This is an optimization exercise on Yosys and OpenROAD, whose aim is small area and a short achievable clock period, not a production implementation.
The RTL was checked by simulation tests, not by an equivalence proof against the original design.

== job 101 ==
==> flow/design.v (excerpt) <==
module aes_round_core (
	input logic i_clk,
	input logic i_rst,
	input logic i_valid,
	input logic i_decrypt,
	input logic i_skip_mix,
	input aes_gf_pkg::aes_state_t i_state,
	output logic o_valid,
	output aes_gf_pkg::aes_state_t o_state
);
	localparam int N_SB = 3;
	aes_gf_pkg::aes_state_t lane_bytes;
	aes_gf_pkg::aes_state_t mixed;
	logic [N_SB:0] valid_d;
	logic [N_SB:0] dec_d;
	logic [N_SB:0] skip_d;
	assign valid_d[0] = i_valid;
	assign dec_d[0] = i_decrypt;
	assign skip_d[0] = i_skip_mix;
	for (genvar i = 0; i < N_SB; i++)
	begin : g_ctrl
		always_ff @(posedge i_clk)
		begin
			dec_d[i+1] <= dec_d[i];
			skip_d[i+1] <= skip_d[i];
			if (i_rst)
				valid_d[i+1] <= 1'b0;
			else
				valid_d[i+1] <= valid_d[i];
		end
	end
	aes_sbox_lane_s u_lane0 (
		.i_clk(i_clk),
		.i_dec_in(dec_d[0]),
		.i_dec_out(dec_d[2]),
		.i_byte_enc(i_state[127:120]),
		.o_byte(lane_bytes[127:120])
	);
	aes_sbox_lane u_lane1 (
		.i_clk(i_clk),
		.i_dec_in(dec_d[0]),
		.i_dec_out(dec_d[2]),
		.i_byte_enc(i_state[87:80]),
		.i_byte_dec(i_state[23:16]),
		.o_byte(lane_bytes[119:112])
  ...
clock: 5.5 ns
lec_check: 0
cap_margin: 20
core_margin: 2
core_utilization: 40
gpl_routability_driven: 0
setup_slack_margin: 3.0
slew_margin: 20
synth_hierarchical: 1
standard.sh (not shown) runs the stock make flow with config.mk's settings and CLKGATE_MAP_FILE= SYNTH_SCRIPT=/design/flow/synth_recipe.tcl, a recipe that flattens the netlist after the stock synthesis.
==> flow/flow/run.sh <==
#!/bin/bash
# The standard layout (the standard.sh, all ORFS steps unchanged), except
# that buffer_ports uses buf_1 cells for the input and output port buffers
# instead of the delay buffer it picks by default; repair still resizes them.
set -e
export BUFFER_PORTS_ARGS="-buffer_cell sky130_fd_sc_hd__buf_1"
bash standard.sh > standard.log 2>&1
The flow did not stop early for job 101: all stages ran, and the layout cleared the timing, DRC and antenna checks.
The inputs of job 102 differ from those of job 101 as listed below.
- GPL_ROUTABILITY_DRIVEN: 0 -> unset
- PLACE_DENSITY: unset -> 0.75
- ~same register-to-register slack in job 102 and job 101
- Any difference in met2 routed wirelength between job 102 and job 101 is small enough to ignore.
Inputs modified between job 102 and job 103:
- PLACE_DENSITY removed (was 0.75)
Results
- Job 103 completed end to end with timing, DRC and antenna clean.
- Of job 103 and job 102, it is job 103 that has the higher layout cell share with drive strength beyond 1.
- Number of fill cells in the layout was higher in job 103 than in job 102.
- Vias: job 103 fewer than job 102

========
aes_round_core, a different RTL version from the one above (not shown whole).
For scale: about 590 flip-flops, roughly 260 I/O pins.
clock: 5.5 ns
lec_check: 0
cap_margin: 20
core_margin: 2
core_utilization: 40
setup_slack_margin: 3.0
slew_margin: 20
synth_hierarchical: 1
tns_end_percent: 5
run.sh (not shown) runs the stock make flow with config.mk's settings and CLKGATE_MAP_FILE= SYNTH_SCRIPT=/design/flow/synth_recipe.tcl, a recipe that flattens the netlist after the stock synthesis.
Stock flow here: none of the scripts above is used.
Then changed:
==> flow/flow/run.sh (new file) <==
#!/bin/bash
# The standard layout (the standard.sh, all ORFS steps unchanged), except
# that buffer_ports uses buf_1 cells for the input and output port buffers
# instead of the delay buffer it picks by default; repair still resizes them.
set -e
export BUFFER_PORTS_ARGS="-buffer_cell sky130_fd_sc_hd__buf_1"
bash standard.sh > standard.log 2>&1
==> flow/standard.sh (new file) <==
#!/bin/bash
# synth_recipe.tcl (not shown) runs the flow's synth.tcl, then flattens the netlist and writes it again
# the make line also repeats each setting of config.mk as NAME=value (left out here)
make -C /OpenROAD-flow-scripts/flow DESIGN_CONFIG=/design/flow/config.mk WORK_HOME=/design/flow/orfs CLKGATE_MAP_FILE= SYNTH_SCRIPT=/design/flow/synth_recipe.tcl "${@:-finish}"
Settings changed: TNS_END_PERCENT 5 to unset.
removed: flow/run.sh
Result: Utilization goes down by 0.41 points. Wire length came out higher by 0.98%. Register-to-register slack gets better by 0.12 ns. Critical path depth went up by 4. Fmax goes up by 5.0%. First-iteration DRC count fell by about 24%. Die area does not change.

========
Setup of exp/raven:
aes_round_core again, from the RTL that the note above started with.
==> flow/design.v (excerpt) <==
module aes_round_core (
	input logic i_clk,
	input logic i_rst,
	input logic i_valid,
	input logic i_decrypt,
	input logic i_skip_mix,
	input aes_gf_pkg::aes_state_t i_state,
	output logic o_valid,
	output aes_gf_pkg::aes_state_t o_state
);
export LEC_CHECK = 0
export CAP_MARGIN = 20
export CORE_MARGIN = 2
export CORE_UTILIZATION = 40
export SETUP_SLACK_MARGIN = 2.9
export SLEW_MARGIN = 20
export SYNTH_HIERARCHICAL = 1
create_clock -name core_clock -period 5.5 [get_ports {i_clk}]
standard.sh (not shown) runs the stock make flow with config.mk's settings and CLKGATE_MAP_FILE= SYNTH_SCRIPT=/design/flow/synth_recipe.tcl, a recipe that flattens the netlist after the stock synthesis.
==> flow/flow/run.sh <==
#!/bin/bash
# The standard layout (the standard.sh, all ORFS steps unchanged), except
# that buffer_ports uses buf_1 cells for the input and output port buffers
# instead of the delay buffer it picks by default; repair still resizes them.
set -e
export BUFFER_PORTS_ARGS="-buffer_cell sky130_fd_sc_hd__buf_1"
bash standard.sh > standard.log 2>&1
--- input diff exp/raven..exp/umber ---
- SETUP_SLACK_MARGIN: 2.9 -> 3.1
[summary]
Per the final summary, exp/umber finished and its layout is clean on timing, DRC and antenna. Placed standard-cell area: exp/umber vs exp/raven up about 1.5%. Summary of exp/umber over exp/raven: wire length of the first global-routing pass decreased about 2.2%; post-synthesis share of cell area spent on and, or, nand and nor gates essentially unchanged; routed wire length increased 1.2%; total of fill cells in the finished design decreased about 5%. Compare exp/raven and exp/umber | length of routed wiring on met1 higher: exp/raven. Compared exp/umber against exp/raven; number of instances in the placed design within noise. The layout overhead on the synthesized area in exp/umber sits 9.5 points above the value recorded for exp/raven.
[inputs] exp/indigo vs exp/umber
- SETUP_SLACK_MARGIN changed from 3.1 to 3.0
- CTS_CLUSTER_DIAMETER newly set to 80
- CTS_CLUSTER_SIZE newly set to 24
==> flow/run.sh (new file) <==
#!/bin/bash
# synth_recipe.tcl (not shown) runs the flow's synth.tcl, then flattens the netlist and writes it again
# the make line also repeats each setting of config.mk as NAME=value (left out here)
make -C /OpenROAD-flow-scripts/flow DESIGN_CONFIG=/design/flow/config.mk WORK_HOME=/design/flow/orfs CLKGATE_MAP_FILE= SYNTH_SCRIPT=/design/flow/synth_recipe.tcl finish
removed: flow/flow/run.sh
removed: flow/standard.sh
--- outcome ---
Maximum level of the CTS H-tree: exp/indigo vs exp/umber down 1. Summary of the comparison: worst path required time is lower in exp/indigo, relative to exp/umber. On area of all placed cells without fillers: exp/indigo sits below exp/umber. Comparing exp/umber and exp/indigo, the higher antenna cell count is on exp/umber. The non-clock buffer total of the final layout in exp/indigo sits 116 below the value recorded for exp/umber. As of exp/indigo, met1 wire length had risen by more than 10% compared to exp/umber.
For exp/willow, these inputs were changed with respect to exp/indigo:
- a change of CTS_CLUSTER_SIZE from 24 to 30
- a change of CTS_CLUSTER_DIAMETER from 80 to 50
==> comparison <==
exp/willow vs exp/indigo: global-route wire length before repair up in exp/willow
From exp/indigo to exp/willow the numbers moved as follows: setup slack rose by 83 ps, design area rose by about 3%.
Final wirelength essentially unchanged between exp/indigo and exp/willow.
Number of non-clock buffers, exp/willow and exp/indigo, higher one = exp/willow.
Diff exp/indigo -> exp/willow: average routed wire per standard cell moved down; maximum frequency moved up; met2 layer usage reported by global route stayed essentially flat.
Edits applied to the flow inputs when going from exp/willow to exp/maple:
- a deleted CTS_CLUSTER_SIZE that had been 30
- a deleted CTS_CLUSTER_DIAMETER that had been 50
==> results.txt <==
- exp/maple completed end to end with timing, DRC and antenna clean.
- Min via count of the first global-routing pass across exp/maple and exp/willow: exp/maple
- Per the comparison of exp/maple with exp/willow, share of the clock period used by the worst path after layout climbed 0.32 points, final-layout clock-cell area share lower, sequential share of layout area saw an increase.
- The final reports for exp/maple and exp/willow show fmax lower in the former.
- Comparing exp/willow against exp/maple, there is no change at all in count of placed standard cells including taps.

re-timing with driven ports:
No port has a modelled driver above. Below, the same layouts with a new extraction and two added sets of constraints. Step 1 (the two cells are an assumption about what drives the block):
set clk [get_ports {i_clk}]
set_driving_cell -lib_cell sky130_fd_sc_hd__clkbuf_16 $clk
set_driving_cell -lib_cell sky130_fd_sc_hd__buf_2 [delete_from_list [all_inputs] $clk]
Step 2 moves the port delays by t, midway between the first and last clock arrival at a register: inputs arrive t later, outputs are due t later. That takes back most of the time a late clock gives input paths. Slacks: ideal ports / drivers / drivers and shift; pairs: ideal ports / drivers.
run	shift t [ns]	setup WS [ns]	latest minus earliest clock arrival (ns)	slew at the worst register clock pin (ns)
job 101	0.704	3.066 / 3.066 / 2.584	0.026 / 0.026	0.07 / 0.07
job 102	0.668	3.054 / 2.990 / 2.727	0.030 / 0.030	0.07 / 0.07
job 103	0.704	3.066 / 3.066 / 2.584	0.026 / 0.026	0.07 / 0.07
the first run of note 2	0.691	2.860 / 2.807 / 2.398	0.038 / 0.038	0.06 / 0.06
the second run of note 2	0.696	2.985 / 2.985 / 2.755	0.017 / 0.017	0.07 / 0.07
exp/raven	0.706	2.920 / 2.908 / 2.752	0.039 / 0.040	0.06 / 0.06
exp/umber	0.685	3.057 / 3.057 / 2.692	0.026 / 0.027	0.07 / 0.07
exp/indigo	0.686	2.968 / 2.968 / 2.454	0.039 / 0.038	0.10 / 0.10
exp/willow	0.716	3.051 / 2.978 / 2.441	0.023 / 0.023	0.07 / 0.07
exp/maple	0.694	3.033 / 2.963 / 2.466	0.025 / 0.025	0.07 / 0.07
After both steps every run listed still meets setup and hold. The setup slack of exp/willow, which loses most, moves by -0.073 ns with the drivers and by -0.610 ns with both steps.
